Source: an optimization exercise on an open RTL-to-GDS flow (aim: small area, a short achievable clock period and few clock cycles per item). Production flows keep margins and buffers that such runs may drop. Where RTL was checked, it was by simulation tests only, not by an equivalence proof against the original. The RTL of runs 1 to 4 and 6 to 9 was laid out without a check of its function. The clock input has no modelled driver; a real chip could not lean on it and would need a root buffer or a full tree. Power and IR drop assume default switching activity.

==> design/flow/design.v <==
`default_nettype none
package rhss_pkg;
  localparam int BYTE_W        = 8;
  localparam int POSITION_W    = 32;
  localparam int LENGTH_W      = 6;
  localparam int CFG_DATA_W    = 64;
  localparam int CFG_INDEX_W   = 3;
  localparam int PATTERN_WORDS = 4;
  localparam int MAX_PATTERN   = 32;
  localparam logic [CFG_INDEX_W-1:0] REG_PATTERN_LENGTH = 3'd0;
endpackage
`default_nettype wire
`default_nettype none
import rhss_pkg::*;
module rolling_hash_string_search (
  input  wire logic                   clk,
  input  wire logic                   rst,
  input  wire logic                   cfg_write_enable,
  input  wire logic [rhss_pkg::CFG_INDEX_W-1:0] cfg_index,
  input  wire logic [rhss_pkg::CFG_DATA_W-1:0]  cfg_data,
  input  wire logic                   text_valid,
  output wire logic                   text_ready,
  input  wire logic [rhss_pkg::BYTE_W-1:0]      text_byte,
  input  wire logic                   text_last,
  output wire logic                   result_valid,
  input  wire logic                   result_ready,
  output wire logic                   result_found,
  output wire logic [rhss_pkg::POSITION_W-1:0]  result_position
);
  logic [CFG_DATA_W-1:0]    pat_word [PATTERN_WORDS];
  logic [PATTERN_WORDS-1:0] word_set;      
  logic [4:0]               len_m1;        
  logic                     s1_valid;
  logic [BYTE_W-1:0]        s1_byte;
  logic                     s1_last;
  logic                     first;         
  logic [MAX_PATTERN-1:0]   mvec;
  logic                     s2_valid;
  logic                     s2_last;
  logic                     s2_first;
  logic                     matched;       
  logic                     out_valid;
  logic                     out_found;
  logic [POSITION_W-1:0]    pos;           
  logic                     ready_q;
  logic [PATTERN_WORDS-1:0] wr_en;
  always_comb begin
    for (int w = 0; w < PATTERN_WORDS; w++) begin
      wr_en[w] = cfg_write_enable && cfg_index == CFG_INDEX_W'(w + 1);
    end
  end
  always_ff @(posedge clk) begin
    for (int w = 0; w < PATTERN_WORDS; w++) begin
      if (wr_en[w]) pat_word[w] <= cfg_data;
    end
  end
  logic                     hit;
  logic                     need;
  logic                     stall;
  logic                     go;
  logic [POSITION_W-1:0]    pos_cur;
  assign hit   = mvec[len_m1];
  assign need  = s2_valid && !matched;
  assign stall = need && out_valid && !result_ready;
  assign go    = need && !stall;
  assign pos_cur = s2_first ? (POSITION_W'(0) - POSITION_W'(len_m1)) : (pos + POSITION_W'(1));
  logic                     take;
  logic                     adv;
  logic [MAX_PATTERN-1:0]   eq;
  logic [MAX_PATTERN-1:0]   mvec_new;
  assign take = text_valid && ready_q;
  assign adv  = s1_valid && !stall;
  always_comb begin
    for (int k = 0; k < MAX_PATTERN; k++) begin
      eq[k] = word_set[k/8] ? (s1_byte == pat_word[k/8][(k%8)*8 +: 8]) : (s1_byte == 8'd0);
    end
    mvec_new = eq & {mvec[MAX_PATTERN-2:0] & {(MAX_PATTERN-1){!first}}, 1'b1};
  end
  logic out_valid_nx;
  logic s1_valid_nx;
  logic s2_valid_nx;
  logic matched_nx;
  always_comb begin
    out_valid_nx = out_valid && !result_ready;
    if (go && (hit || s2_last)) out_valid_nx = 1'b1;
    s1_valid_nx = take || (s1_valid && stall);
    s2_valid_nx = stall ? s2_valid : s1_valid;
    matched_nx  = matched;
    if (s2_valid && !stall) begin
      if (s2_last) matched_nx = 1'b0;
      else if (need && hit) matched_nx = 1'b1;
    end
  end
  always_ff @(posedge clk) begin
    if (rst) begin
      word_set  <= '0;
      len_m1    <= '0;
      s1_valid  <= 1'b0;
      first     <= 1'b1;
      s2_valid  <= 1'b0;
      matched   <= 1'b0;
      out_valid <= 1'b0;
      ready_q   <= 1'b1;
    end else begin
      word_set <= word_set | wr_en;
      if (cfg_write_enable && cfg_index == REG_PATTERN_LENGTH) begin
        if (cfg_data[5:0] == 6'd0) len_m1 <= 5'd0;
        else if (cfg_data[5]) len_m1 <= 5'd31;
        else len_m1 <= cfg_data[4:0] - 5'd1;
      end
      s1_valid  <= s1_valid_nx;
      if (adv) first <= s1_last;
      s2_valid  <= s2_valid_nx;
      matched   <= matched_nx;
      out_valid <= out_valid_nx;
      ready_q   <= !(s1_valid_nx && out_valid_nx && s2_valid_nx && !matched_nx);
    end
  end
  always_ff @(posedge clk) begin
    if (!(s1_valid && stall)) begin
      s1_byte <= text_byte;
      s1_last <= text_last;
    end
    if (adv) begin
      mvec     <= mvec_new;
      s2_last  <= s1_last;
      s2_first <= first;
    end
    out_found <= (out_found && !go) || (hit && go);
    pos       <= (pos & {POSITION_W{!go}}) | (pos_cur & {POSITION_W{go && (hit || !s2_last)}});
  end
  assign text_ready      = ready_q;
  assign result_valid    = out_valid;
  assign result_found    = out_found;
  assign result_position = pos;
endmodule
`default_nettype wire
==> design/flow/flow/run.sh <==
#!/bin/bash
# The standard layout (the standard.sh, standard synthesis unchanged) with extra
# ORFS make settings read from flow/knobs.txt: timing repair aims past the clock period
# so the achieved period (clock period less setup slack) shrinks.
set -euo pipefail
read -r -a KNOBS < flow/knobs.txt
bash standard.sh "${KNOBS[@]}" finish > make_finish.log 2>&1
==> design/flow/flow/knobs.txt <==
SETUP_SLACK_MARGIN=7.8 REMOVE_ABC_BUFFERS=1
==> design/flow/standard.sh <==
#!/bin/bash
# synth_recipe.tcl (not shown) runs the flow's synth.tcl, then flattens the netlist and writes it again
# the make line also repeats each setting of config.mk as NAME=value (left out here)
make -C /OpenROAD-flow-scripts/flow DESIGN_CONFIG=/design/flow/config.mk WORK_HOME=/design/flow/orfs CLKGATE_MAP_FILE= SYNTH_SCRIPT=/design/flow/synth_recipe.tcl "${@:-finish}"
==> design/flow/config.mk <==
export PLATFORM = sky130hd
export DESIGN_NAME = rolling_hash_string_search
export DESIGN_NICKNAME = rolling_hash_string_search
export VERILOG_FILES = /design/flow/design.v
export SDC_FILE = /design/flow/constraint.sdc
export NUM_CORES = 4
export LEC_CHECK = 0
export CAP_MARGIN = 20
export CORE_MARGIN = 2
export CORE_UTILIZATION = 40
export CTS_CLUSTER_DIAMETER = 120
export CTS_CLUSTER_SIZE = 25
export SLEW_MARGIN = 20
==> design/flow/constraint.sdc <==
create_clock -name core_clock -period 11.0 [get_ports {clk}]
set_input_delay 2.2000 -clock core_clock [delete_from_list [all_inputs] [get_ports {clk}]]
set_output_delay 2.2000 -clock core_clock [all_outputs]
set_load 0.01 [all_outputs]
==> notes.md, run 1 <==
status complete, no violations; Cell Pwr Density 148.1 mW/mm²; slew margin rel. 34.28%; Crit Path Class flop to output port; total track usage 18.79%; Synth async-reset ratio 0%; slowest stage delay, CP 0.37 ns; full die area 0.03998 mm²; Vias 9651; NumNets Final 1376; Starting Density 40.68%; Max Cap Viol 0; RSZ-0062 raised after global routing true; Fin. Hold Viols 0; worst path required time 8.80 ns; Clock Sinks 347; drt drc 0; CTS tree built; initial drt markers 673; share of cells above drive strength 1 15.59%; R2R cell count 8; final WL 37700 µm; Netlist cell types 62; Core ar. 0.03776 mm²; Final Core Density 49.02%; VDD IR max 109.2 µV; Area growth syn-to-layout 20.50%; Detail Placement HPWL 22100 µm; hold crit path type flop to flop; CP max-delay cell edfxtp_1; initial antenna violation count 0; GPL Wtd Cong 0.8482; Root Driver clkbuf_16; pre-CTS setup slack 6.310 ns; crit-path cells buf_2; Die Y 200.0 µm; leakage power 0.005931 µW; Filler Cells Inserted 3298; I/O pins 116; leading cell type in the layout, fill and taps excluded edfxtp_1; EDFF count, synth 300; Setup Viol. Count Final 0; hold path cells 0; DR WL/cell 20.80 µm; Yosys warnings 2; DRT antenna net count 0; ANT cells 0; first-pass GRT wire length 56930 µm; Multi-input gate area 0.005195 mm²; pin count of the biggest net entering global routing 66; final worst-path cycle share 29.31%; sum of buffers and inverters on the critical path 1; Mean Syn Cell Area 13.54 µm²; Worst-Skew Late Latency 0.51 ns; CP Capture Type output port; maximum root-to-sink buffer count 3; DRT Pass-1 Iters 5; post-route setup slack 7.776 ns; CP top delay family flip-flops; H-tree Lvls 1; num rows 71; max frequency 310.1 MHz; vias in the first global route 9380; clock skew 0.01962 ns; Slew @ Worst Pin 0.9821 ns; grt ovf 0; CP Launch Type flop; PortBufs 115; mapped cell area 0.01536 mm²; Synth Flop Type edfxtp_1; Vias/cell 5.323; Arr. time, crit path 1.02 ns; CTS clk-pin slew, worst paths 0.11 ns; Crit. path cell count 1; sequential area share after synthesis 64.78%; max-slew violations 0; most frequent cells in the layout 300 x edfxtp_1, 159 x xnor2_1, 102 x xor2_1, 72 x clkdlybuf4s50_1, 65 x buf_4; die width 200.0 µm; total CTS buffers 17; Tot Pwr 2741 µW; fin crit period 3.224 ns; cells after synthesis 1134; total negative setup slack 0 ns; register area 0.01004 mm²; register bit count reported by yosys 347; CP Max Fanout 1
state kept, by name (all words and copies together), names as in the netlist, 4 cells and up, named ones only:
signal and count:
len_m1 5, mvec 32, pat_word 256, pos 32
s1_byte 8, word_set 4
per-layer routing:
metal | GRT usage [%] | vias to the layer above | part of all wire, %
met5 | 0 | - | 0
met2 | 32.18 | 306 | 49
li1 | - | 4534 | -
met3 | 1.932 | 31 | 5.5
met4 | 2.771 | 0 | 1.0
met1 | 26.51 | 4780 | 45
worst reg2reg max path, cell delays in order (launching register included):
cell	delay, ns
dfxtp_4	0.38
buf_4	0.12
ha_1	0.21
nand3_1	0.26
nor3_2	0.60
and2_0	0.48
nand2_1	0.14
o21a_1	0.21
o221ai_2	0.17
metrics by stage:
step,area [µm²],hold slack (ns),instances
finish,18510,0.4630,1813
global route,18510,0.4816,1813
CTS,18330,0.4624,1799
detailed placement,17020,0.4588,1714
global placement,17020,0.4562,1714
floorplan,15080,0.4278,1072
synthesized netlist by cell type (3+ instances only):
| master | n | area [µm²] |
|---|---|---|
| and2_1 | 3 | 18.77 |
| nor4_1 | 35 | 219.0 |
| xnor2_1 | 159 | 1393 |
| nor2_1 | 53 | 198.9 |
| a21o_1 | 4 | 30.03 |
| o21a_1 | 3 | 22.52 |
| and3_1 | 4 | 25.02 |
| o211ai_1 | 5 | 37.54 |
| a31oi_1 | 43 | 269.0 |
| buf_2 | 6 | 30.03 |
| nor3b_1 | 36 | 270.3 |
| nand4_1 | 40 | 250.2 |
| a21oi_1 | 37 | 185.2 |
| nand2b_1 | 7 | 43.79 |
| o21ai_0 | 22 | 110.1 |
| clkbuf_1 | 35 | 131.4 |
| xor2_1 | 102 | 893.4 |
| ha_1 | 3 | 37.54 |
| a311oi_1 | 3 | 26.28 |
| dfxtp_1 | 47 | 940.9 |
| edfxtp_1 | 300 | 9009 |
| o22ai_1 | 7 | 43.79 |
| a22oi_1 | 7 | 52.55 |
| mux2i_1 | 17 | 170.2 |
| nor2b_1 | 8 | 50.05 |
| a32o_1 | 3 | 30.03 |
| nor3_1 | 10 | 50.05 |
| o221ai_1 | 7 | 61.31 |
| nand2_1 | 40 | 150.1 |
| buf_1 | 17 | 63.81 |
| nand3_1 | 17 | 85.08 |
| inv_1 | 15 | 56.30 |
final timing paths:
kind | slack [ns] | startpoint | endpoint
setup / recovery | 7.78 | flop | result_found
hold / removal | 0.46 | s1_last | s2_last
setup reg to reg | 8.33 | pos[0] | pos[30]
hold reg to reg | 0.46 | s1_last | s2_last
what timing repair did:
item	in CTS	in global routing
buffers inserted	45	14
hold buffers	0	0
pin swaps	2	5
resized for setup	262	17
endpoints found under the setup margin	377	66
cloned	11	0
cell type report:
class | instances | area share [%]
clock buffers | 28 | 2.522
clock inverters | 1 | 0.02704
inverters | 16 | 0.3448
multi-input cells | 711 | 28.07
flip-flops and latches | 347 | 54.28
well taps | 511 | 3.455
repair buffers | 197 | 11.22
repair inverters | 2 | 0.08113
where the power goes:
| part | internal (µW) | switching [µW] | total [µW] |
|---|---|---|---|
| clock network | 296 | 401 | 697 |
| registers | 1520 | 55.3 | 1570 |
| logic | 238 | 233 | 472 |
kinds of logic after synthesis:
kind of cell / Yosys count / share of synthesized area [%]
AND/OR/NAND/NOR: 260 / 9.369
flip-flops: 347 / 64.78
XOR/XNOR: 261 / 14.88
buffers and inverters: 78 / 2.183
AO/OA/AOI/OAI: 167 / 7.365
multiplexers: 17 / 1.108
adder cells (fa/ha/maj): 4 / 0.3096
==> run 2, diff against run 1 <==
==> design/flow/flow/knobs.txt (replaced) <==
SETUP_SLACK_MARGIN=7.6 REMOVE_ABC_BUFFERS=1
==> notes.md, run 2 <==
H-tree Lvls 1 (unchanged); vias in the first global route 9211 (-1.8%); share of the synthesized area in the top cell type 58.66% (unchanged); r2r endpoint pos[31]; Top Registers pat_word: 256 flops, mvec: 32 flops, pos: 32 flops; hold crit path type flop to flop; CP Capture Type output port; DRT Pass-1 Iters 6 (+1); hold-fix buffer count after cts 0 (unchanged); sequential area share after synthesis 64.78% (unchanged); grt ovf 0 (unchanged); hold wc startpoint s1_last; Netlist cell types 62 (unchanged); Die Y 200.0 µm (unchanged); hold path cells 0 (unchanged); final worst-path cycle share 30.62% (+1.3 points); CP max-delay cell dfxtp_4; register bit count reported by yosys 347 (unchanged); total CTS buffers 17 (unchanged); Mean Syn Cell Area 13.54 µm² (unchanged); Synth async-reset ratio 0% (unchanged); Clock Sinks 347 (unchanged); CP Launch Type flop; r2r setup slk 7.82 ns (-0.51 ns); Core ar. 0.03776 mm² (unchanged); Slew @ Worst Pin 1.078 ns (+0.09572 ns); Root Driver clkbuf_16; crit-path cells clkdlybuf4s15_1; Post-synth top cells 300 x edfxtp_1, 159 x xnor2_1, 102 x xor2_1; slew margin rel. 27.60% (-6.7 points); initial drt markers 660 (-1.9%); Top reg by flops pat_word; I/O pins 116 (unchanged); Detail Placement HPWL 22100 µm (unchanged); max FFs per register 256 (unchanged); Vias 9378 (-2.8%); fin crit period 3.368 ns (+0.1435 ns); largest area contributor in the netlist edfxtp_1; Starting Density 40.68% (unchanged); Setup Viol. Count Final 0 (unchanged); mapped cell area 0.01536 mm² (unchanged); Worst-Skew Late Latency 0.52 ns (about the same); total negative setup slack 0 ns (unchanged); ANT cells 0 (unchanged); most frequent cells in the layout 300 x edfxtp_1, 159 x xnor2_1, 102 x xor2_1, 78 x clkdlybuf4s50_1, 50 x nor2_1; Vias/cell 5.322 (about the same); pin count of the biggest net entering global routing 66 (unchanged); CP top delay family flip-flops; Area growth syn-to-layout 16.75%; leakage power 0.005588 µW (-5.8%); Crit Path Class flop to output port; CTS clk-pin slew, worst paths 0.11 ns (about the same); maximum root-to-sink buffer count 3 (unchanged); hold path endpoint s2_last; R2R cell count 6 (-2); initial antenna violation count 0 (unchanged); worst path required time 8.80 ns (about the same); VDD IR max 110.3 µV (+1.1%); CTS tree built; CP Max Fanout 8 (+7); Max Cap Viol 0 (unchanged); count leader, synth edfxtp_1; leading cell type in the layout, fill and taps excluded edfxtp_1; reg2reg start len_m1[0]; Arr. time, crit path 1.17 ns (+0.15 ns); total track usage 18.00% (-0.79 points); DR WL/cell 20.71 µm (-0.39%); DRT antenna net count 0 (unchanged); num rows 71 (unchanged); EDFF count, synth 300 (unchanged); NumNets Final 1325 (-3.7%); slowest stage delay, CP 0.41 ns (+0.04 ns); Fin. Hold Viols 0 (unchanged); max-slew violations 0 (unchanged); first-pass GRT wire length 54780 µm (-3.8%); die width 200.0 µm (unchanged); Synth Flop Type edfxtp_1; sum of buffers and inverters on the critical path 1 (unchanged); max frequency 296.9 MHz (-4.3%); Cell Pwr Density 146.9 mW/mm² (-0.81%); PortBufs 115 (unchanged); share of cells above drive strength 1 9.432% (-6.2 points); final hold slack 0.4644 ns (+0.001417 ns); RSZ-0062 raised after global routing false; final WL 36500 µm (-3.2%); drt drc 0 (unchanged); full die area 0.03998 mm² (unchanged); clock skew 0.02406 ns (+0.004446 ns); GPL Wtd Cong 0.8482 (unchanged); Yosys warnings 2 (unchanged); cells after synthesis 1134 (unchanged); synth top area cells edfxtp_1 59%, xnor2_1 9.1%, dfxtp_1 6.1%, xor2_1 5.8%, nor3b_1 1.8%; status complete, no violations
-- run 2: cell counts after synthesis --
No cell type changed its count.
-- run 2: cells by family (layout without fill, tap and decap cells) --
family | after synthesis | after routing | synth area share, %
adder cells (fa/ha/maj) | 4 | 4 | 0.3096
XOR/XNOR | 261 | 261 | 14.88
AND/OR/NAND/NOR | 260 | 262 | 9.369
multiplexers | 17 | 17 | 1.108
buffers and inverters | 78 | 193 | 2.183
AO/OA/AOI/OAI | 167 | 167 | 7.365
flip-flops | 347 | 347 | 64.78
-- run 2: routing by layer --
| metal | wire length (µm) | track usage [%] | vias up |
|---|---|---|---|
| met2 | 17580 | 30.68 | 287 |
| met5 | 0 | 0 | - |
| met4 | 382 | 2.990 | 0 |
| met3 | 2079 | 1.966 | 29 |
| li1 | - | - | 4435 |
| met1 | 16460 | 25.31 | 4627 |
-- run 2: final cells by class --
cell class / count / area (µm²)
clock inverter: 1 / 5.005
fill: 3354 / 19820
multi-input combinational: 711 / 5174
clock buffer: 28 / 466.7
inverter: 16 / 63.81
sequential: 347 / 10040
tap: 511 / 639.4
timing repair buffer: 146 / 1526
timing repair inverter: 2 / 15.01
-- run 2: worst max path at each step --
stage | from | endpoint | slack, ns | depth (start not counted)
2_1_floorplan | cfg_write_enable | pat_word[0][0] | 5.32 | 3
3_3_place_gp | result_ready | pos[9] | 6.39 | 7
3_5_place_dp | result_ready | pos[23] | 6.31 | 7
4_1_cts | result_ready | pos[20] | 7.44 | 8
5_1_grt | pos[19] | result_position[19] | 7.60 | 1
6_report | pos[19] | result_position[19] | 7.63 | 1
-- run 2: report_power, final --
group / switching, µW / leakage, µW / total, µW / internal [µW]
clock: 397 / 0.000226 / 692 / 296
combinational: 186 / 0.00221 / 348 / 162
sequential: 76.6 / 0.00316 / 1590 / 1520
total: 660 / 0.00559 / 2630 / 1970
-- run 2: metrics by stage --
stage | instances | utilization, % | power, µW | setup slack [ns] | area, µm²
finish | 1762 | 47.49 | 2634 | 7.632 | 17930
floorplan | 1072 | - | 1778 | 5.325 | 15080
detailed placement | 1714 | 45.08 | 1962 | 6.310 | 17020
global placement | 1714 | 45.08 | 1953 | 6.385 | 17020
CTS | 1753 | 47.00 | 2648 | 7.437 | 17740
global route | 1762 | 47.49 | 2746 | 7.600 | 17930
-- run 2: repair_timing --
action                                  in CTS  in global routing
setup buffers                                5                  5
hold endpoints to repair                     0                  0
endpoints found under the setup margin     370                280
gates cloned                                 5                  3
pin swaps                                    0                  1
gates resized for setup                    111                 50
==> run 3, diff against run 2 <==
==> design/flow/flow/run.sh (replaced) <==
#!/bin/bash
set -euo pipefail
source flow/settings.sh
bash standard.sh "${ARGS[@]}" cts > make_cts.log 2>&1
openroad -no_init -exit flow/clock_root.tcl > clock_root.log 2>&1
bash standard.sh "${ARGS[@]}" finish > make_finish.log 2>&1
==> design/flow/flow/clock_root.tcl (new file) <==
set odb_file orfs/results/sky130hd/rolling_hash_string_search/base/4_cts.odb
read_db $odb_file
set block [ord::get_db_block]
set port_net [[$block findBTerm clk] getNet]
set iterms [$port_net getITerms]
if {[llength $iterms] != 1} {
  puts "clock port drives [llength $iterms] pins; tree left as is"
} else {
  set root [[lindex $iterms 0] getInst]
  set out_net [[$root findITerm X] getNet]
  set loads {}
  foreach it [$out_net getITerms] {
    if {[$it getInst] != $root} { lappend loads $it }
  }
  if {[llength $loads] > 4} {
    puts "root buffer [$root getName] drives [llength $loads] pins; tree left as is"
  } else {
    foreach it $loads {
      puts "moving [[$it getInst] getName]/[[$it getMTerm] getName] to the clock port"
      $it disconnect
      $it connect $port_net
    }
    puts "removing root buffer [$root getName] ([[$root getMaster] getName])"
    odb::dbInst_destroy $root
    odb::dbNet_destroy $out_net
    write_db $odb_file
  }
}
==> design/flow/flow/settings.sh (new file) <==
# Extra ORFS make settings for standard.sh
ARGS=(
  SETUP_SLACK_MARGIN=7.8
  REMOVE_ABC_BUFFERS=1
  "CTS_ARGS=-sink_clustering_enable -repair_clock_nets -sink_clustering_size 25 -sink_clustering_max_diameter 120 -dont_use_dummy_load"
  "BUFFER_PORTS_ARGS=-buffer_cell sky130_fd_sc_hd__buf_1"
)
--- a/design/flow/config.mk
+++ b/design/flow/config.mk
@@ -8,6 +8,4 @@
 export CAP_MARGIN = 20
 export CORE_MARGIN = 2
 export CORE_UTILIZATION = 40
-export CTS_CLUSTER_DIAMETER = 120
-export CTS_CLUSTER_SIZE = 25
 export SLEW_MARGIN = 20
removed: design/flow/flow/knobs.txt
==> notes.md, run 3 <==
status complete, no violations; PortBufs 115 (unchanged); Detail Placement HPWL 21800 µm (-1.3%); CP Launch Type input port; grt ovf 0 (unchanged); sequential area share after synthesis 64.78% (unchanged); drt drc 0 (unchanged); Mean Syn Cell Area 13.54 µm² (unchanged); NumNets Final 1370 (+3.4%); Arr. time, crit path 3.28 ns (+2.11 ns); I/O pins 116 (unchanged); leading cell type in the layout, fill and taps excluded edfxtp_1; Filler Cells Inserted 3391 (+1.1%); Yosys warnings 2 (unchanged); Post-DP Area 0.01630 mm² (-4.3%); pin count of the biggest net entering global routing 66 (unchanged); CP Max Fanout 33 (+25); sum of buffers and inverters on the critical path 2 (+1); CTS clk-pin slew, worst paths 0.11 ns (about the same); Max Cap Viol 0 (unchanged); crit-path cells clkbuf_4 -> nor2b_4 -> and3_2 -> buf_16; vias in the first global route 9101 (-1.2%); synth top area cells edfxtp_1 59%, xnor2_1 9.1%, dfxtp_1 6.1%, xor2_1 5.8%, nor3b_1 1.8%; Post-synth top cells 300 x edfxtp_1, 159 x xnor2_1, 102 x xor2_1; cells after synthesis 1134 (unchanged); slew margin rel. 36.19% (+8.6 points); Final Non-Filler Cells 1796 (+1.9%); initial drt markers 708 (+7.3%); Fin. Hold Viols 0 (unchanged); GPL Wtd Cong 0.8613 (+1.5%); hold crit path type flop to flop; Cells after DPL 1712 (-0.12%); Vias/cell 5.420 (+1.8%); first-pass GRT wire length 54940 µm (+0.30%); fin area 0.01776 mm² (-0.95%); num rows 71 (unchanged); die width 200.0 µm (unchanged); Setup Viol. Count Final 0 (unchanged); Starting Density 40.68% (unchanged); fin crit period 3.222 ns (-0.1461 ns); Final Core Density 47.04% (-0.45 points); final worst-path cycle share 29.29% (-1.3 points); full die area 0.03998 mm² (unchanged); Clock Sinks 347 (unchanged); register bit count reported by yosys 347 (unchanged); share of cells above drive strength 1 15.34% (+5.9 points); Cell Pwr Density 149.3 mW/mm² (+1.6%); DR WL/cell 21.90 µm (+5.7%); mapped cell area 0.01536 mm² (unchanged); share of the synthesized area in the top cell type 58.66% (unchanged); max frequency 310.4 MHz (+4.5%); VDD IR max 114.9 µV (+4.1%); total negative setup slack 0 ns (unchanged); pre-CTS setup slack 6.678 ns (+0.3676 ns); most frequent cells in the layout 300 x edfxtp_1, 159 x xnor2_1, 102 x xor2_1, 79 x buf_1, 57 x buf_4; Area growth syn-to-layout 15.64%; initial antenna violation count 2 (+2); EDFF count, synth 300 (unchanged); CP top delay family simple AND/OR/NAND/NOR gates; Top Registers pat_word: 256 flops, mvec: 32 flops, pos: 32 flops; Worst-Skew Late Latency 0.40 ns (-0.12 ns); Slew @ Worst Pin 0.9536 ns (-0.1243 ns); DRT Pass-1 Iters 6 (unchanged); Crit Path Class input port to flop; r2r setup slk 8.30 ns (+0.48 ns); Synth Flop Type edfxtp_1; max FFs per register 256 (unchanged); Core ar. 0.03776 mm² (unchanged); count leader, synth edfxtp_1; largest area contributor in the netlist edfxtp_1; RSZ-0062 raised after global routing true; Vias 9734 (+3.8%); post-route setup slack 7.778 ns (+0.1461 ns); Die Y 200.0 µm (unchanged); Top reg by flops pat_word; total track usage 18.17% (+0.17 points); clock skew 0.04200 ns (+0.01794 ns); CP max-delay cell and3_2; CP Capture Type flop; Synth async-reset ratio 0% (unchanged); worst path required time 11.06 ns (+2.26 ns); final WL 39330 µm (+7.7%); leakage power 0.005591 µW (about the same); Netlist cell types 62 (unchanged); slowest stage delay, CP 0.37 ns (-0.04 ns); max-slew violations 0 (unchanged); DRT antenna net count 0 (unchanged)
==> run 3: cell counts after synthesis <==
No cell type changed its count.
==> run 3: stage by stage <==
stage,hold WS (ns),power (µW)
detailed placement,0.4547,1900
floorplan,0.4278,1778
finish,0.4603,2651
CTS,0.4667,2669
global route,0.4836,2757
global placement,0.4526,1889
==> run 3: worst register-to-register path: stages (launching register included) <==
cell and delay [ns]:
dfxtp_4 0.37, buf_4 0.13, ha_1 0.22, nand3_1 0.27, nor3_2 0.62, and2_0 0.48, a311o_1 0.26, o221ai_1 0.13
a31oi_1 0.14
==> run 3: cell families after synthesis <==
logic type      count (synthesis)  synth area share [%]
xor+xnor                      261                 14.88
compound gates                167                 7.365
buf+inv                        78                 2.183
flops                         347                 64.78
simple gates                  260                 9.369
fa+ha+maj                       4                0.3096
mux                            17                 1.108
==> run 3: repair_timing <==
item                                    4_1_cts  5_1_grt
endpoints found under the setup margin      358      337
hold buffers                                  0        0
buffers inserted                             33       19
pin swaps                                     1       11
cloned                                        3       12
gates resized for setup                     111       47
==> run 3: path summary, 6_finish.rpt <==
path	cells past startpoint	endpoint	startpoint
worst min register to register	0	s2_last	s1_last
worst max register to register	8	pos[28]	pos[0]
worst max-delay path	4	pat_word[2][23]	cfg_write_enable
worst min-delay path	0	s2_last	s1_last
==> run 3: routing by layer <==
layer	GRT usage (%)	wire [µm]	share of wire (%)	vias to the layer above
met5	0	16	0.041	-
met4	2.743	724	1.8	2
met3	1.949	2891	7.4	44
met2	30.63	18420	47	366
met1	25.98	17280	44	4822
li1	-	-	-	4500
==> run 3: final cells by class <==
class / count / area (µm²) / share of cell area (%)
inverter: 16 / 63.81 / 0.3593
clock buffer: 16 / 400.4 / 2.254
timing repair inverter: 1 / 7.507 / 0.04227
tap: 511 / 639.4 / 3.600
sequential: 347 / 10030 / 56.48
antenna: 1 / 2.502 / 0.01409
multi-input combinational: 714 / 5228 / 29.43
timing repair buffer: 190 / 1389 / 7.820
==> run 3: report_power, final <==
group,leakage (µW),internal (µW),switching (µW),total [µW]
combinational,0.00224,196,234,429
sequential,0.00315,1520,51.5,1570
clock,0.000197,264,391,654
total,0.00559,1980,676,2650
==> run 4, diff against run 3 <==
--- a/design/flow/config.mk
+++ b/design/flow/config.mk
@@ -7,5 +7,5 @@
 export LEC_CHECK = 0
 export CAP_MARGIN = 20
 export CORE_MARGIN = 2
-export CORE_UTILIZATION = 40
+export CORE_UTILIZATION = 60
 export SLEW_MARGIN = 20
==> notes.md, run 4 <==
Area growth syn-to-layout 14.79%; Crit. path cell count 6 (+2); mapped cell area 0.01536 mm² (unchanged); simple-gate share of the synthesized area 9.369% (unchanged); crit-path cells buf_2 -> nor2b_4 -> nand2_1 -> nor2_4 -> buf_12 -> buf_12; Fin. Hold Viols 0 (unchanged); hold path cells 2 (+2); full die area 0.02689 mm² (-33%); fin area 0.01763 mm² (-0.73%); total negative setup slack 0 ns (unchanged); Die Y 164.0 µm (-18%); status complete, no violations; register bit count reported by yosys 347 (unchanged); leading cell type in the layout, fill and taps excluded edfxtp_1; R2R cell count 6 (-2); ANT cells 0 (-1); register area 0.01004 mm² (about the same); DRT antenna net count 0 (unchanged); Synth Flop Type edfxtp_1; max FFs per register 256 (unchanged); PortBufs 115 (unchanged); share of the synthesized area in the top cell type 58.66% (unchanged); Yosys warnings 2 (unchanged); share of synthesized area spent on multiplexers 1.108% (unchanged); CP Launch Type input port; EDFF count, synth 300 (unchanged); die width 164.0 µm (-18%); most frequent cells in the layout 300 x edfxtp_1, 159 x xnor2_1, 102 x xor2_1, 75 x buf_1, 62 x buf_4; synth top area cells edfxtp_1 59%, xnor2_1 9.1%, dfxtp_1 6.1%, xor2_1 5.8%, nor3b_1 1.8%; initial antenna violation count 0 (-2); CTS clk-pin slew, worst paths 0.10 ns (about the same); largest area contributor in the netlist edfxtp_1; final hold slack 0.4839 ns (+0.02357 ns); Multi-input gate area 0.005236 mm² (+0.17%); hold-fix buffer count after cts 0 (unchanged); Setup Viol. Count Final 0 (unchanged); CP Capture Type flop; sum of buffers and inverters on the critical path 3 (+1); DR WL/cell 23.38 µm (+6.8%); slew margin rel. 29.11% (-7.1 points); count leader, synth edfxtp_1; Post-synth top cells 300 x edfxtp_1, 159 x xnor2_1, 102 x xor2_1; DRT Pass-1 Iters 7 (+1); Final Non-Filler Cells 1620 (-9.8%); Mean Syn Cell Area 13.54 µm² (unchanged); NumNets Final 1376 (+0.44%); max frequency 306.1 MHz (-1.4%); Top reg by flops pat_word; Synth Area in Compound Gates 7.365% (unchanged); fin crit period 3.266 ns (+0.04478 ns); final WL 37870 µm (-3.7%); Cell Pwr Density 149.9 mW/mm² (+0.45%); Slew @ Worst Pin 1.060 ns (+0.1061 ns); Top Registers pat_word: 256 flops, mvec: 32 flops, pos: 32 flops; Arr. time, crit path 3.34 ns (+0.06 ns); GPL Wtd Cong 0.8295 (-3.7%); XOR/XNOR share of the synthesized area 14.88% (unchanged); main combinational cell family by area after synthesis XOR/XNOR gates; final worst-path cycle share 29.70% (+0.41 points); Cells after DPL 1530 (-11%); Final Core Density 70.01% (+23 points); adder-cell share of the synthesized area 0.3096% (unchanged); CP most frequent cell buf_12; leakage power 0.005632 µW (+0.74%); Netlist cell types 62 (unchanged); share of cells above drive strength 1 16.12% (+0.78 points); worst path required time 11.07 ns (about the same); I/O pins 116 (unchanged); num rows 58 (-18%); Detail Placement HPWL 20250 µm (-7.1%); first-pass GRT wire length 51890 µm (-5.6%); RSZ-0062 raised after global routing true; Vias 9952 (+2.2%); max-slew violations 0 (unchanged); sequential area share after synthesis 64.78% (unchanged); Crit Path Class input port to flop; Clock Sinks 347 (unchanged); Starting Density 60.99% (+20 points); CP Max Fanout 16 (-52%); cells after synthesis 1134 (unchanged); total track usage 25.43% (+7.3 points); slowest stage delay, CP 0.26 ns (-0.11 ns); CP max-delay cell nor2b_4; pin count of the biggest net entering global routing 66 (unchanged); grt ovf 0 (unchanged); Vias/cell 6.143 (+13%); vias in the first global route 9174 (+0.80%); Max Cap Viol 0 (unchanged); Core ar. 0.02518 mm² (-33%); Synth async-reset ratio 0% (unchanged); VDD IR max 116.0 µV (+0.96%); drt drc 0 (unchanged); Worst-Skew Late Latency 0.40 ns (about the same); CP top delay family simple AND/OR/NAND/NOR gates; Post-DP Area 0.01605 mm² (-1.5%); clock skew 0.03284 ns (-0.009162 ns); initial drt markers 940 (+33%); Filler Cells Inserted 1787 (-47%); hold crit path type flop to flop
-- run 4: cell counts after synthesis --
Identical to the previous run, type by type.
-- run 4: logic make-up after synthesis --
| kind of cell | after synthesis |
|---|---|
| adder cells (fa/ha/maj) | 4 |
| flip-flops | 347 |
| multiplexers | 17 |
| XOR/XNOR | 261 |
| buffers and inverters | 78 |
| AO/OA/AOI/OAI | 167 |
| AND/OR/NAND/NOR | 260 |
-- run 4: worst paths after layout --
check | slack, ns | end | start
setup reg to reg | 7.86 | pos[5] | len_m1[0]
hold / removal | 0.48 | s1_valid | ready_q
hold reg to reg | 0.48 | s1_valid | ready_q
setup / recovery | 7.73 | pat_word[0][63] | cfg_index[2]
-- run 4: tightest hold or removal path, cell delays in order (launching register included) --
cell	delay [ns]
dfxtp_2	0.33
nand2_1	0.06
a21oi_1	0.06
-- run 4: cell type report --
cell class	instances	share of cell area [%]
tap	330	2.342
clock buffer	16	2.271
multi-input combinational	715	29.70
inverter	16	0.3619
sequential	347	56.94
timing repair buffer	194	8.296
timing repair inverter	2	0.08516
-- run 4: power by group --
part	switching, µW	total, µW	internal, µW	leakage [µW]
registers	52.4	1570	1520	0.00316
clock network	375	638	263	0.000197
logic	234	437	203	0.00228
-- run 4: timing repair --
item	CTS	global route
buffers inserted	33	21
gates cloned	2	18
resized for setup	122	50
pin swaps	1	11
endpoints found under the setup margin	321	291
-- run 4: routing by layer --
layer	global-route usage [%]	part of all wire, %	vias up
li1	-	-	4525
met1	36.02	42	4905
met2	43.18	48	441
met3	2.500	6.7	81
met4	5.582	3.1	0
met5	0	0	-
-- run 4: stage by stage --
step,power (µW),setup WS (ns)
floorplan,1778,5.325
global placement,1884,6.845
detailed placement,1893,6.747
CTS,2644,7.665
global route,2739,7.742
finish,2643,7.734
==> run 5, diff against run 4 <==
--- a/design/flow/design.v
+++ b/design/flow/design.v
@@ -61,7 +61,7 @@
   logic [POSITION_W-1:0]    pos_cur;
   assign hit   = mvec[len_m1];
   assign need  = s2_valid && !matched;
-  assign stall = need && out_valid && !result_ready;
+  assign stall = need && out_valid;
   assign go    = need && !stall;
   assign pos_cur = s2_first ? (POSITION_W'(0) - POSITION_W'(len_m1)) : (pos + POSITION_W'(1));
   logic                     take;
==> design/flow/flow/settings.sh (replaced) <==
# Extra ORFS make settings for standard.sh
ARGS=(
  SETUP_SLACK_MARGIN=7.9
  REMOVE_ABC_BUFFERS=1
  "CTS_ARGS=-sink_clustering_enable -repair_clock_nets -sink_clustering_size 25 -sink_clustering_max_diameter 120 -dont_use_dummy_load"
  "BUFFER_PORTS_ARGS=-buffer_cell sky130_fd_sc_hd__buf_1"
)
--- a/design/flow/config.mk
+++ b/design/flow/config.mk
@@ -7,5 +7,5 @@
 export LEC_CHECK = 0
 export CAP_MARGIN = 20
 export CORE_MARGIN = 2
-export CORE_UTILIZATION = 60
+export CORE_UTILIZATION = 40
 export SLEW_MARGIN = 20
==> notes.md, run 5 <==
die width 199.5 µm (+22%); Vias/cell 5.342 (-13%); crit-path cells buf_1 -> nor2_4 -> buf_4 -> and3_4; pin count of the biggest net entering global routing 41 (-38%); r2r endpoint pos[31]; r2r setup slk 8.32 ns (+0.46 ns); Setup Viol. Count Final 0 (unchanged); Max Cap Viol 0 (unchanged); Synth async-reset ratio 0% (unchanged); final WL 38560 µm (+1.8%); PortBufs 115 (unchanged); Mean Syn Cell Area 13.46 µm² (-0.58%); sequential area share after synthesis 65.11% (+0.32 points); mapped cell area 0.01528 mm² (-0.50%); Clock Sinks 347 (unchanged); count leader, synth edfxtp_1; grt ovf 0 (unchanged); max frequency 319.5 MHz (+4.4%); DRT Pass-1 Iters 5 (-2); CP Max Fanout 16 (unchanged); Detail Placement HPWL 21960 µm (+8.5%); VDD IR max 107.9 µV (-7.0%); num rows 71 (+22%); Critical Path Sink pat_word[3][26]; drt drc 0 (unchanged); Synth Flop Type edfxtp_1; Starting Density 40.57% (-20 points); I/O pins 116 (unchanged); vias in the first global route 9284 (+1.2%); CP max-delay cell and3_4; leakage power 0.005644 µW (+0.21%); DR WL/cell 21.51 µm (-8.0%); Crit Path Class input port to flop; Slew @ Worst Pin 0.8937 ns (-0.1660 ns); most frequent cells in the layout 300 x edfxtp_1, 159 x xnor2_1, 103 x xor2_1, 75 x buf_1, 58 x nor2_1; total negative setup slack 0 ns (unchanged); reg2reg start out_valid; status complete, no violations; Worst Setup SP cfg_index[0]; pre-CTS setup slack 6.894 ns (+0.1472 ns); hold crit path type flop to flop; share of the synthesized area in the top cell type 58.95% (+0.29 points); Arr. time, crit path 3.22 ns (-0.12 ns); slowest stage delay, CP 0.39 ns (+0.13 ns); share of cells above drive strength 1 14.53% (-1.6 points); CP top delay family simple AND/OR/NAND/NOR gates; sum of buffers and inverters on the critical path 2 (-1); Core ar. 0.03767 mm² (+50%); clock skew 0.09249 ns (+0.05965 ns); Die Y 199.5 µm (+22%); total track usage 19.05% (-6.4 points); full die area 0.03978 mm² (+48%); Cell Pwr Density 148.2 mW/mm² (-1.2%); initial antenna violation count 3 (+3); max FFs per register 256 (unchanged); first-pass GRT wire length 56850 µm (+9.6%); Filler Cells Inserted 3381 (+89%); CTS clk-pin slew, worst paths 0.10 ns (about the same); worst path required time 11.09 ns (+0.02 ns); leading cell type in the layout, fill and taps excluded edfxtp_1; max-slew violations 0 (unchanged); NumNets Final 1366 (-0.73%); Yosys warnings 2 (unchanged); CP Launch Type input port; final worst-path cycle share 28.46% (-1.2 points); largest area contributor in the netlist edfxtp_1; RSZ-0062 raised after global routing true; R2R cell count 6 (unchanged); initial drt markers 656 (-30%); Top Registers pat_word: 256 flops, mvec: 32 flops, pos: 32 flops; EDFF count, synth 300 (unchanged); Top reg by flops pat_word; slew margin rel. 40.20% (+11 points); Area growth syn-to-layout 16.46%; Post-synth top cells 300 x edfxtp_1, 159 x xnor2_1, 103 x xor2_1; Vias 9578 (-3.8%); Crit. path cell count 4 (-2); Worst-Skew Late Latency 0.42 ns (+0.02 ns); post-route setup slack 7.870 ns (+0.1363 ns); synth top area cells edfxtp_1 59%, xnor2_1 9.1%, dfxtp_1 6.2%, xor2_1 5.9%, a21oi_1 1.7%; fin crit period 3.130 ns (-0.1363 ns); register bit count reported by yosys 347 (unchanged); Netlist cell types 54 (-13%); CP Capture Type flop; cells after synthesis 1135 (+0.088%); GPL Wtd Cong 0.8495 (+2.4%); DRT antenna net count 0 (unchanged); Fin. Hold Viols 0 (unchanged)
run 5: changes by cell type after synthesis, sizes merged, moves of 4 or more:
cell	delta
nor2	+8
o211ai	-6
o221ai	-8
o2bb2ai	+9
a21oi	+15
nand3	-6
o22ai	-6
a31oi	-8
and3	+4
run 5: layer usage:
layer  part of all wire, %  wire length, µm  GRT usage (%)
met5                  0.11               42              0
met4                   2.0              769          3.951
met2                    49            18770          32.46
met1                    43            16710          26.54
met3                   5.9             2265          1.941
run 5: repair_timing:
item / CTS / global route
gates resized for setup: 141 / 27
setup endpoints to repair: 306 / 262
hold buffers: 0 / 0
gates cloned: 6 / 5
hold endpoints to repair: 0 / 0
setup buffers: 35 / 14
pin swaps: 2 / 4
run 5: worst min-delay path by stage:
stage | startpoint | end | cells past startpoint
global placement | s1_last | s2_last | 0
floorplan | s1_last | s2_last | 0
detailed placement | s1_last | s2_last | 0
global route | s1_last | s2_last | 0
CTS | s1_last | s2_last | 0
finish | s1_last | s2_last | 0
run 5: metrics by stage:
step / util [%] / instances / power, µW / hold WS, ns / cell area, µm²
after global routing: 47.24 / 1791 / 2740 / 0.4942 / 17790
after CTS: 46.32 / 1773 / 2671 / 0.4719 / 17450
after global placement: 43.05 / 1714 / 1865 / 0.4417 / 16210
final: 47.25 / 1793 / 2637 / 0.4776 / 17800
after floorplan: - / 1074 / 1756 / 0.4278 / 15010
after detailed placement: 43.05 / 1714 / 1872 / 0.4388 / 16210
run 5: worst register-to-register path: stages (launching register included):
cell	delay (ns)
dfxtp_4	0.37
buf_4	0.12
nand2b_1	0.11
or2_2	0.55
clkinvlp_4	0.69
nand3_1	0.55
a22oi_1	0.14
run 5: layout make-up:
type | instances | area (µm²) | area share [%]
Antenna cell | 2 | 5.005 | 0.02812
Clock buffer | 17 | 425.4 | 2.390
Inverter | 18 | 71.32 | 0.4007
Multi-Input combinational cell | 712 | 5090 | 28.60
Sequential cell | 347 | 10040 | 56.41
Tap cell | 511 | 639.4 | 3.593
Timing Repair Buffer | 186 | 1526 | 8.577
run 5: kinds of logic (layout without fill, tap and decap cells):
kind of cell / after synthesis / after routing / synth area share [%]
buf+inv: 79 / 221 / 2.194
mux: 18 / 18 / 1.179
simple gates: 264 / 267 / 9.350
xor+xnor: 262 / 262 / 15.02
compound gates: 162 / 162 / 6.910
other cells: 0 / 2 / 0
flops: 347 / 347 / 65.11
fa+ha+maj: 3 / 3 / 0.2456
run 5: power breakdown:
part	leakage [µW]	switching, µW	internal [µW]
logic	0.00227	212	197
clock network	0.000210	388	278
registers	0.00316	51.2	1510
Testbench counts of run 5, summed over its fixed seeds: cycles 37,419, bytes 37,092.
==> run 6, diff against run 5 <==
--- a/design/flow/design.v
+++ b/design/flow/design.v
@@ -126,7 +126,7 @@
       s2_last  <= s1_last;
       s2_first <= first;
     end
-    out_found <= (out_found && !go) || (hit && go);
+    out_found <= (out_found && !go) || (hit && go && s2_valid);
     pos       <= (pos & {POSITION_W{!go}}) | (pos_cur & {POSITION_W{go && (hit || !s2_last)}});
   end
   assign text_ready      = ready_q;
==> design/flow/flow/settings.sh (replaced) <==
# Extra ORFS make settings for standard.sh
ARGS=(
  SETUP_SLACK_MARGIN=8.0
  REMOVE_ABC_BUFFERS=1
  "CTS_ARGS=-sink_clustering_enable -repair_clock_nets -sink_clustering_size 25 -sink_clustering_max_diameter 120 -dont_use_dummy_load"
  "BUFFER_PORTS_ARGS=-buffer_cell sky130_fd_sc_hd__buf_1"
)
==> notes.md, run 6 <==
vias in the first global route 9368 (+0.90%); share of the synthesized area in the top cell type 58.78% (-0.17 points); num rows 71 (unchanged); crit-path cells buf_6; share of cells above drive strength 1 15.72% (+1.2 points); cells after synthesis 1125 (-0.88%); slowest stage delay, CP 0.40 ns (about the same); Cell Pwr Density 144.7 mW/mm² (-2.3%); Clock Sinks 347 (unchanged); CTS clk-pin slew, worst paths 0.11 ns (about the same); PortBufs 115 (unchanged); Final Core Density 47.76% (+0.51 points); slew margin rel. 36.84% (-3.4 points); Netlist cell types 53 (-1.9%); ANT cells 0 (-2); mapped cell area 0.01528 mm² (about the same); status complete, no violations; Synth async-reset ratio 0% (unchanged); initial drt markers 708 (+7.9%); final worst-path cycle share 28.14% (-0.31 points); full die area 0.03977 mm² (about the same); Vias 9753 (+1.8%); Core ar. 0.03767 mm² (unchanged); CP max-delay cell dfxtp_4; CP Capture Type output port; final hold slack 0.4652 ns (-0.01240 ns); reg2reg start s2_first; CP top delay family flip-flops; total track usage 19.36% (+0.31 points); Top reg by flops pat_word; register bit count reported by yosys 347 (unchanged); EDFF count, synth 299 (-0.33%); leading cell type in the layout, fill and taps excluded edfxtp_1; VDD IR max 99.75 µV (-7.6%); Arr. time, crit path 0.90 ns (-2.32 ns); final WL 39640 µm (+2.8%); sequential area share after synthesis 65.07% (about the same); hold crit path type flop to flop; initial antenna violation count 1 (-2); fin crit period 3.096 ns (-0.03457 ns); Post-synth top cells 299 x edfxtp_1, 159 x xnor2_1, 102 x xor2_1; Worst-Skew Late Latency 0.39 ns (-0.03 ns); total negative setup slack 0 ns (unchanged); I/O pins 116 (unchanged); Vias/cell 5.430 (+1.7%); Worst Setup SP pos[4]; clock skew 0.02322 ns (-0.06927 ns); Slew @ Worst Pin 0.9452 ns (+0.05145 ns); DRT antenna net count 0 (unchanged); CP Launch Type flop; Mean Syn Cell Area 13.58 µm² (+0.85%); grt ovf 0 (unchanged); Top Registers pat_word: 256 flops, mvec: 32 flops, pos: 32 flops; Starting Density 40.56% (about the same); drt drc 0 (unchanged); synth top area cells edfxtp_1 59%, xnor2_1 9.1%, dfxtp_1 6.3%, xor2_1 5.8%, nor3b_1 1.8%; Yosys warnings 2 (unchanged); sum of buffers and inverters on the critical path 1 (-1); most frequent cells in the layout 299 x edfxtp_1, 159 x xnor2_1, 102 x xor2_1, 75 x buf_1, 60 x buf_4; max-slew violations 0 (unchanged); first-pass GRT wire length 57730 µm (+1.5%); Fin. Hold Viols 0 (unchanged); Area growth syn-to-layout 17.76%; max frequency 323.0 MHz (+1.1%); leakage power 0.005772 µW (+2.3%); Filler Cells Inserted 3419 (+1.1%); worst path required time 8.80 ns (-2.29 ns); Crit Path Class flop to output port; GPL Wtd Cong 0.8597 (+1.2%); NumNets Final 1371 (+0.37%); hold wc startpoint out_found; Synth Flop Type edfxtp_1; Setup Viol. Count Final 0 (unchanged); Die Y 199.4 µm (about the same); largest area contributor in the netlist edfxtp_1; Max Cap Viol 0 (unchanged); count leader, synth edfxtp_1; DR WL/cell 22.07 µm (+2.6%); CP Max Fanout 5 (-11); pin count of the biggest net entering global routing 66 (+61%); DRT Pass-1 Iters 7 (+2); Tot Pwr 2604 µW (-1.3%); max FFs per register 256 (unchanged); Detail Placement HPWL 22530 µm (+2.6%); die width 199.4 µm (about the same); RSZ-0062 raised after global routing true
run 6: cells by family (layout without fill, tap and decap cells):
family          count (synthesis)  count (layout)  share of synthesized area, %
flops                         347             347                         65.07
xor+xnor                      261             261                         14.96
simple gates                  250             254                         9.411
compound gates                169             169                         7.044
buf+inv                        78             234                         2.154
mux                            17              17                         1.114
fa+ha+maj                       3               3                        0.2457
run 6: repair_timing:
action,CTS,global route
gates resized for setup,144,33
hold buffers,0,0
setup endpoints to repair,305,310
gates cloned,7,11
buffers inserted,35,22
pin swaps,3,9
endpoints found under the hold margin,0,0
run 6: per-layer routing:
layer | GRT usage, % | up-vias | share of wire, %
li1 | - | 4509 | -
met1 | 27.18 | 4865 | 44
met2 | 32.66 | 339 | 48
met3 | 2.127 | 38 | 6.3
met4 | 3.923 | 2 | 1.7
met5 | 0 | - | 0.033
run 6: cell type report:
class / instances / area [µm²] / area share, %
Clock buffer: 16 / 400.4 / 2.226
Multi-Input combinational cell: 704 / 5132 / 28.53
Sequential cell: 347 / 10030 / 55.74
Inverter: 17 / 63.81 / 0.3547
Tap cell: 511 / 639.4 / 3.554
Timing Repair Buffer: 201 / 1727 / 9.599
run 6: worst paths after layout:
check                           cells past startpoint                 end  slack [ns]
worst min-delay path                                2           out_found        0.47
worst max-delay path                                1  result_position[4]        7.90
worst min register to register                      2           out_found        0.47
worst max register to register                      5              pos[7]        8.40
run 6: metrics by stage:
| step | instances | setup slack, ns | cell area (µm²) |
|---|---|---|---|
| 5_1_grt | 1796 | 7.879 | 17990 |
| 6_report | 1796 | 7.904 | 17990 |
| 4_1_cts | 1764 | 7.757 | 17470 |
| 3_3_place_gp | 1705 | 7.137 | 16220 |
| 3_5_place_dp | 1705 | 7.069 | 16220 |
| 2_1_floorplan | 1064 | 5.336 | 15010 |
run 6: worst min-delay path: stages (launching register included):
cell and delay, ns:
dfxtp_2 0.34, nand2_1 0.04, o21ai_0 0.05
run 6: power by group:
| group | internal, µW | total (µW) | switching [µW] |
|---|---|---|---|
| sequential | 1510 | 1560 | 51.5 |
| clock | 264 | 647 | 384 |
| combinational | 196 | 398 | 202 |
| total | 1970 | 2600 | 637 |
==> run 7, diff against run 6 <==
==> design/flow/flow/settings.sh (replaced) <==
# Extra ORFS make settings for standard.sh
ARGS=(
  SETUP_SLACK_MARGIN=8.1
  REMOVE_ABC_BUFFERS=1
  "CTS_ARGS=-sink_clustering_enable -repair_clock_nets -sink_clustering_size 25 -sink_clustering_max_diameter 120 -dont_use_dummy_load"
  "BUFFER_PORTS_ARGS=-buffer_cell sky130_fd_sc_hd__buf_1"
)
==> notes.md, run 7 <==
Top reg by flops pat_word; Starting Density 40.56% (unchanged); Clock Sinks 347 (unchanged); total negative setup slack 0 ns (unchanged); RSZ-0062 raised after global routing true; Cell Pwr Density 142.3 mW/mm² (-1.7%); Setup Viol. Count Final 0 (unchanged); DRT Pass-1 Iters 5 (-2); Tot Pwr 2616 µW (+0.49%); slowest stage delay, CP 0.40 ns (about the same); fin area 0.01839 mm² (+2.2%); Crit Path Class flop to output port; reg2reg start s1_byte[1]; Max Used Layer met5; Routed met3 length 2875 µm (+15%); GPL Wtd Cong 0.8597 (unchanged); CTS clk-pin slew, worst paths 0.11 ns (about the same); initial drt markers 895 (+26%); hold path endpoint out_found; CP max-delay cell dfxtp_4; final WL 41600 µm (+4.9%); Filler Cells Inserted 3358 (-1.8%); VDD IR max 99.63 µV (-0.12%); I/O pins 116 (unchanged); Vias 9859 (+1.1%); Fin. Hold Viols 0 (unchanged); slew margin rel. 38.67% (+1.8 points); met2 routed WL 20270 µm (+6.0%); hold wc startpoint out_found; Die Y 199.4 µm (unchanged); total track usage 19.79% (+0.43 points); Netlist cell types 53 (unchanged); Multi-input gate area 0.005120 mm² (-0.24%); Area growth syn-to-layout 20.36%; initial antenna violation count 1 (unchanged); first-pass GRT wire length 58710 µm (+1.7%); max-slew violations 0 (unchanged); CP Max Fanout 5 (unchanged); Yosys warnings 2 (unchanged); clock skew 0.02235 ns (-0.0008642 ns); CP Capture Type output port; Post-synth top cells 299 x edfxtp_1, 159 x xnor2_1, 102 x xor2_1; NumNets Final 1387 (+1.2%); r2r setup slk 8.37 ns (-0.03 ns); Vias/cell 5.438 (+0.14%); EDFF count, synth 299 (unchanged); Worst-Skew Late Latency 0.39 ns (about the same); Arr. time, crit path 0.89 ns (about the same); fin crit period 3.095 ns (-0.0009800 ns); status complete, no violations; largest area contributor in the netlist edfxtp_1; grt ovf 0 (unchanged); R2R cell count 7 (+2); sum of buffers and inverters on the critical path 1 (unchanged); CP top delay family flip-flops; drt drc 0 (unchanged); DR WL/cell 22.94 µm (+4.0%); post-route setup slack 7.905 ns (+0.0009800 ns); r2r endpoint mvec[24]; hold crit path type flop to flop; Core ar. 0.03767 mm² (unchanged); Synth Flop Type edfxtp_1; Mean Syn Cell Area 13.58 µm² (unchanged); die width 199.4 µm (unchanged); leakage power 0.005935 µW (+2.8%); worst path required time 8.80 ns (about the same); hold path cells 2 (unchanged); pre-CTS setup slack 7.069 ns (unchanged); synth top area cells edfxtp_1 59%, xnor2_1 9.1%, dfxtp_1 6.3%, xor2_1 5.8%, nor3b_1 1.8%; most frequent cells in the layout 299 x edfxtp_1, 159 x xnor2_1, 102 x xor2_1, 73 x buf_1, 62 x buf_4; PortBufs 115 (unchanged); Max Cap Viol 0 (unchanged); Detail Placement HPWL 22530 µm (unchanged); full die area 0.03977 mm² (unchanged); share of the synthesized area in the top cell type 58.78% (unchanged); register bit count reported by yosys 347 (unchanged); Post-DP Area 0.01622 mm² (unchanged); cells after synthesis 1125 (unchanged); pin count of the biggest net entering global routing 37 (-44%); DRT antenna net count 0 (unchanged); Top Registers pat_word: 256 flops, mvec: 32 flops, pos: 32 flops; leading cell type in the layout, fill and taps excluded edfxtp_1; max FFs per register 256 (unchanged); mapped cell area 0.01528 mm² (unchanged); CP Launch Type flop; num rows 71 (unchanged); count leader, synth edfxtp_1; crit-path cells buf_6; sequential area share after synthesis 65.07% (unchanged); register area 0.01003 mm² (unchanged); share of cells above drive strength 1 16.91% (+1.2 points); final worst-path cycle share 28.13% (about the same); Synth async-reset ratio 0% (unchanged); Slew @ Worst Pin 0.9165 ns (-0.02865 ns); vias in the first global route 9475 (+1.1%); Met1 Routed Length 17650 µm (+1.8%); max frequency 323.1 MHz (about the same)
## run 7: cell types whose count changed in the layout (fill, tap and decap cells not counted), sizes merged
cell and change:
diode +1, clkbuf +6, buf +10
## run 7: kinds of logic (layout without fill, tap and decap cells)
| logic type | count (synthesis) | after routing | synth area share [%] |
|---|---|---|---|
| multiplexers | 17 | 17 | 1.114 |
| flip-flops | 347 | 347 | 65.07 |
| AND/OR/NAND/NOR | 250 | 254 | 9.411 |
| AO/OA/AOI/OAI | 169 | 169 | 7.044 |
| adder cells (fa/ha/maj) | 3 | 3 | 0.2457 |
| XOR/XNOR | 261 | 261 | 14.96 |
| other | 0 | 1 | 0 |
| buffers and inverters | 78 | 250 | 2.154 |
## run 7: worst max path at each step
stage	start	end	slack (ns)	depth (start not counted)
final	pos[4]	result_position[4]	7.91	1
after floorplan	cfg_write_enable	pat_word[1][0]	5.34	3
after global placement	cfg_write_enable	pat_word[2][19]	7.14	4
after CTS	pos[4]	result_position[4]	7.76	1
after global routing	pos[4]	result_position[4]	7.88	1
after detailed placement	cfg_write_enable	pat_word[0][27]	7.07	4
## run 7: what timing repair did
action	in CTS	in global routing
gates resized for setup	162	38
gates cloned	10	18
setup endpoints to repair	317	315
hold buffers	0	0
pin swaps	6	8
setup buffers	45	18
## run 7: power breakdown
part	total (µW)	switching, µW	internal [µW]
registers	1560	51.5	1510
logic	411	207	204
clock network	647	383	263
## run 7: per-layer routing
metal  vias to the layer above  global-route usage [%]
met1                      4910                   27.83
met2                       357                   33.35
li1                       4543                       -
met5                         -                       0
met4                         2                   4.033
met3                        47                   2.143
## run 7: area by class of cell
type	instances	area share (%)
tap	511	3.477
inverter	17	0.3471
antenna	1	0.01361
multi-input combinational	704	27.85
clock buffer	16	2.178
timing repair buffer	217	11.61
sequential	347	54.53
## run 7: metrics by stage
step,cells,hold slack [ns],utilization [%]
after floorplan,1064,0.4278,-
after global placement,1705,0.4506,43.05
after detailed placement,1705,0.4435,43.06
after CTS,1777,0.4724,47.09
after global routing,1812,0.4920,48.81
final,1813,0.4651,48.81
==> run 8, diff against run 7 <==
==> design/flow/flow/settings.sh (replaced) <==
# Extra ORFS make settings for standard.sh
ARGS=(
  SETUP_SLACK_MARGIN=8.0
  REMOVE_ABC_BUFFERS=1
  "CTS_ARGS=-sink_clustering_enable -repair_clock_nets -sink_clustering_size 25 -sink_clustering_max_diameter 120 -dont_use_dummy_load"
  "BUFFER_PORTS_ARGS=-buffer_cell sky130_fd_sc_hd__buf_1"
)
--- a/design/flow/config.mk
+++ b/design/flow/config.mk
@@ -8,4 +8,5 @@
 export CAP_MARGIN = 20
 export CORE_MARGIN = 2
 export CORE_UTILIZATION = 40
+export PLACE_DENSITY = 0.85
 export SLEW_MARGIN = 20
==> notes.md, run 8 <==
status complete, no violations; most frequent cells in the layout 299 x edfxtp_1, 159 x xnor2_1, 102 x xor2_1, 78 x buf_1, 49 x buf_4; share of the synthesized area in the top cell type 58.78% (unchanged); Die Y 199.4 µm (unchanged); fin area 0.01758 mm² (-4.4%); Netlist cell types 53 (unchanged); Top reg by flops pat_word; Synth Flop Type edfxtp_1; Crit Path Class input port to flop; total track usage 17.89% (-1.9 points); Synth async-reset ratio 0% (unchanged); CP Max Fanout 32 (+27); worst path required time 11.07 ns (+2.27 ns); NumNets Final 1343 (-3.2%); Max Used Layer met5; final worst-path cycle share 28.11% (about the same); register bit count reported by yosys 347 (unchanged); drt drc 0 (unchanged); slew margin rel. 32.59% (-6.1 points); die width 199.4 µm (unchanged); Fin. Hold Viols 0 (unchanged); RSZ-0062 raised after global routing true; Crit. path cell count 4 (+3); slowest stage delay, CP 0.35 ns (-0.05 ns); grt ovf 0 (unchanged); hold path cells 2 (unchanged); final WL 38180 µm (-8.2%); first-pass GRT wire length 55180 µm (-6.0%); hold-fix buffer count after cts 0 (unchanged); initial drt markers 1144 (+28%); met2 routed WL 19190 µm (-5.3%); Detail Placement HPWL 22320 µm (-0.95%); Post-synth top cells 299 x edfxtp_1, 159 x xnor2_1, 102 x xor2_1; DRT Pass-1 Iters 7 (+2); num rows 71 (unchanged); EDFF count, synth 299 (unchanged); max FFs per register 256 (unchanged); vias in the first global route 9887 (+4.3%); Mean Syn Cell Area 13.58 µm² (unchanged); count leader, synth edfxtp_1; Cell Pwr Density 147.2 mW/mm² (+3.4%); Post-DP Area 0.01620 mm² (about the same); CP Capture Type flop; Clock Sinks 347 (unchanged); CP max-delay cell and3_2; max-slew violations 0 (unchanged); mapped cell area 0.01528 mm² (unchanged); Routed met3 length 3071 µm (+6.8%); synth top area cells edfxtp_1 59%, xnor2_1 9.1%, dfxtp_1 6.3%, xor2_1 5.8%, nor3b_1 1.8%; cells after synthesis 1125 (unchanged); DRT antenna net count 0 (unchanged); Top Registers pat_word: 256 flops, mvec: 32 flops, pos: 32 flops; ANT cells 0 (-1); hold crit path type flop to flop; pin count of the biggest net entering global routing 66 (+78%); clock skew 0.02674 ns (+0.004390 ns); max frequency 323.5 MHz (about the same); CP top delay family simple AND/OR/NAND/NOR gates; Yosys warnings 2 (unchanged); PortBufs 115 (unchanged); sequential area share after synthesis 65.07% (unchanged); largest area contributor in the netlist edfxtp_1; fin crit period 3.092 ns (-0.003030 ns); share of cells above drive strength 1 13.68% (-3.2 points); Arr. time, crit path 3.16 ns (+2.27 ns); Core ar. 0.03767 mm² (unchanged); sum of buffers and inverters on the critical path 2 (+1); leading cell type in the layout, fill and taps excluded edfxtp_1; leakage power 0.005567 µW (-6.2%); VDD IR max 85.65 µV (-14%); CTS clk-pin slew, worst paths 0.10 ns (about the same); Starting Density 40.56% (unchanged); full die area 0.03977 mm² (unchanged); Met1 Routed Length 14590 µm (-17%); post-route setup slack 7.908 ns (+0.003030 ns); Vias/cell 5.619 (+3.3%); I/O pins 116 (unchanged); DR WL/cell 21.59 µm (-5.9%); pre-CTS setup slack 7.121 ns (+0.05188 ns); Vias 9935 (+0.77%); Slew @ Worst Pin 1.009 ns (+0.09256 ns); Max Cap Viol 0 (unchanged); Setup Viol. Count Final 0 (unchanged); Area growth syn-to-layout 15.07%; Worst-Skew Late Latency 0.39 ns (about the same); crit-path cells buf_1 -> nor2_1 -> and3_2 -> clkbuf_16; R2R cell count 6 (-1); GPL Wtd Cong 0.8926 (+3.8%); CP Launch Type input port; initial antenna violation count 2 (+1); total negative setup slack 0 ns (unchanged)
[run 8: where the power goes]
part / switching (µW) / total [µW] / internal (µW)
registers: 52.4 / 1560 / 1510
clock network: 373 / 636 / 263
logic: 203 / 391 / 188
[run 8: cell families after synthesis]
family / synth area share, %
DFF: 65.07
xor gates and xnor gates: 14.96
and+or+nand+nor: 9.411
AOI/OAI and AO/OA: 7.044
buffers and inverters: 2.154
muxes: 1.114
adders and majority gates: 0.2457
[run 8: final timing paths]
path           startpoint        endpoint  slack (ns)
min reg2reg     out_found       out_found        0.47
max reg2reg      s2_first         pos[21]        8.30
min             out_found       out_found        0.47
max          cfg_index[0]  pat_word[3][5]        7.91
[run 8: cell type report]
type                       count  area, µm²
clock buffer                  16      400.4
fill                        3261      20090
inverter                      17      67.56
multi-input combinational    700       5070
sequential                   347      10030
tap                          511      639.4
timing repair buffer         177       1373
[run 8: worst min-delay path: stages, from the launching register on]
cell     delay (ns)
dfxtp_2        0.35
nand2_1        0.04
o21ai_0        0.05
[run 8: repair_timing]
| action | CTS | global route |
|---|---|---|
| gates cloned | 0 | 7 |
| buffers inserted | 33 | 9 |
| pin swaps | 0 | 3 |
| resized for setup | 141 | 24 |
| setup endpoints to repair | 311 | 311 |
[run 8: through the flow]
| stage | power, µW | utilization [%] | hold WS (ns) | instances |
|---|---|---|---|---|
| 2_1_floorplan | 1743 | - | 0.4278 | 1064 |
| 6_report | 2587 | 46.67 | 0.4740 | 1768 |
| 4_1_cts | 2583 | 45.88 | 0.4720 | 1753 |
| 3_5_place_dp | 1851 | 43.02 | 0.4464 | 1703 |
| 5_1_grt | 2670 | 46.67 | 0.5027 | 1768 |
| 3_3_place_gp | 1836 | 43.02 | 0.4411 | 1703 |
[run 8: per-layer routing]
layer	GRT usage [%]	vias to the layer above
met3	2.751	101
met5	0	-
met4	5.624	4
met1	22.85	4864
met2	31.29	535
li1	-	4431
==> run 9, diff against run 8 <==
--- a/design/flow/config.mk
+++ b/design/flow/config.mk
@@ -10,3 +10,4 @@
 export CORE_UTILIZATION = 40
 export PLACE_DENSITY = 0.85
 export SLEW_MARGIN = 20
+export TNS_END_PERCENT = 0
==> notes.md, run 9 <==
share of cells above drive strength 1 11.85% (-1.8 points); drt drc 0 (unchanged); Clock Sinks 347 (unchanged); status complete, no violations; Max Cap Viol 0 (unchanged); final WL 37200 µm (-2.6%); GPL Wtd Cong 0.8926 (unchanged); hold crit path type flop to flop; VDD IR max 80.97 µV (-5.5%); final hold slack 0.4655 ns (-0.008524 ns); I/O pins 116 (unchanged); r2r endpoint pos[24]; Vias/cell 5.620 (about the same); grt ovf 0 (unchanged); DRT antenna net count 0 (unchanged); CP max-delay cell dfxtp_2; die width 199.4 µm (unchanged); initial drt markers 1036 (-9.4%); vias in the first global route 9670 (-2.2%); register area 0.01002 mm² (about the same); r2r setup slk 8.05 ns (-0.25 ns); Final Core Density 45.71% (-0.96 points); crit-path cells buf_2; CP Capture Type output port; slew margin rel. 30.21% (-2.4 points); most frequent cells in the layout 299 x edfxtp_1, 159 x xnor2_1, 102 x xor2_1, 79 x buf_1, 42 x a21oi_1; Crit Path Class flop to output port; Starting Density 40.56% (unchanged); hold path endpoint out_found; count leader, synth edfxtp_1; slowest stage delay, CP 0.37 ns (+0.02 ns); Setup Viol. Count Final 0 (unchanged); Detail Placement HPWL 22320 µm (unchanged); cells after synthesis 1125 (unchanged); hold path cells 2 (unchanged); first-pass GRT wire length 54030 µm (-2.1%); sequential area share after synthesis 65.07% (unchanged); total negative setup slack 0 ns (unchanged); CP Launch Type flop; Slew @ Worst Pin 1.047 ns (+0.03776 ns); Synth async-reset ratio 0% (unchanged); Filler Cells Inserted 3301 (+1.2%); full die area 0.03977 mm² (unchanged); num rows 71 (unchanged); max frequency 324.7 MHz (+0.39%); RSZ-0062 raised after global routing true; mapped cell area 0.01528 mm² (unchanged); Vias 9840 (-0.96%); total track usage 17.50% (-0.39 points); Top reg by flops pat_word; R2R cell count 6 (unchanged); Core ar. 0.03767 mm² (unchanged); initial antenna violation count 2 (unchanged); post-route setup slack 7.921 ns (+0.01213 ns); pin count of the biggest net entering global routing 66 (unchanged); Mean Syn Cell Area 13.58 µm² (unchanged); share of the synthesized area in the top cell type 58.78% (unchanged); reg2reg start s2_first; hold wc startpoint out_found; Die Y 199.4 µm (unchanged); Tot Pwr 2517 µW (-2.7%); Arr. time, crit path 0.88 ns (-2.28 ns); NumNets Final 1326 (-1.3%); ANT cells 0 (unchanged); DR WL/cell 21.24 µm (-1.6%); PortBufs 115 (unchanged); Area growth syn-to-layout 12.70%; fin crit period 3.079 ns (-0.01213 ns); Netlist cell types 53 (unchanged); leakage power 0.005418 µW (-2.7%); Multi-input gate area 0.005055 mm² (-0.30%)
run 9: cell count changes in the layout (fill, tap and decap cells not counted), sizes merged:
cell / delta
clkbuf: +2
buf: -19
run 9: worst max path at each step:
stage                          start             endpoint  slack (ns)  cells after the start
global route                 pos[12]  result_position[12]        7.88                      1
floorplan           cfg_write_enable       pat_word[1][0]        5.34                      3
global placement    cfg_write_enable      pat_word[0][11]        7.17                      4
detailed placement  cfg_write_enable      pat_word[1][11]        7.12                      5
CTS                           pos[5]   result_position[5]        7.78                      1
finish                        pos[9]   result_position[9]        7.92                      1
run 9: cells by family (layout without fill, tap and decap cells):
family / Yosys count / count (layout) / share of synthesized area, %
mux: 17 / 17 / 1.114
simple gates: 250 / 250 / 9.411
flops: 347 / 347 / 65.07
buf+inv: 78 / 193 / 2.154
xor+xnor: 261 / 261 / 14.96
fa+ha+maj: 3 / 3 / 0.2457
compound gates: 169 / 169 / 7.044
run 9: power breakdown:
group | internal (µW) | leakage (µW) | switching [µW] | total (µW)
clock network | 263 | 0.000197 | 370 | 633
logic | 140 | 0.00206 | 189 | 329
registers | 1510 | 0.00316 | 48.9 | 1560
total | 1910 | 0.00542 | 608 | 2520
run 9: layout make-up:
class / instances / share of cell area [%]
tap: 511 / 3.714
multi-input combinational: 700 / 29.36
inverter: 17 / 0.3924
clock buffer: 16 / 2.326
timing repair buffer: 160 / 5.988
sequential: 347 / 58.22
run 9: layer usage:
layer	GRT usage (%)	vias up	share of wire (%)	wire [µm]
met5	0	-	0.067	25
met1	22.58	4881	39	14550
met4	4.856	4	2.3	860
met2	30.60	482	50	18720
li1	-	4404	-	-
met3	2.734	69	8.2	3048
run 9: through the flow:
stage	std cells	area (µm²)
floorplan	1064	15010
global placement	1703	16200
detailed placement	1703	16200
CTS	1743	16960
global route	1751	17220
finish	1751	17220
run 9: repair_timing:
| item | 4_1_cts | 5_1_grt |
|---|---|---|
| setup endpoints to repair | 311 | 312 |
| resized for setup | 93 | 32 |
| cloned | 0 | 8 |
| buffers inserted | 23 | 1 |
| pin swaps | 0 | 2 |

Check on run 9: ideal ports give 7.921 ns setup slack; a clkbuf_16 on the clock port and buf_2 on the inputs give 7.855 ns; moving port delays by the midpoint clock arrival (0.437 ns) as well gives 7.524 ns.
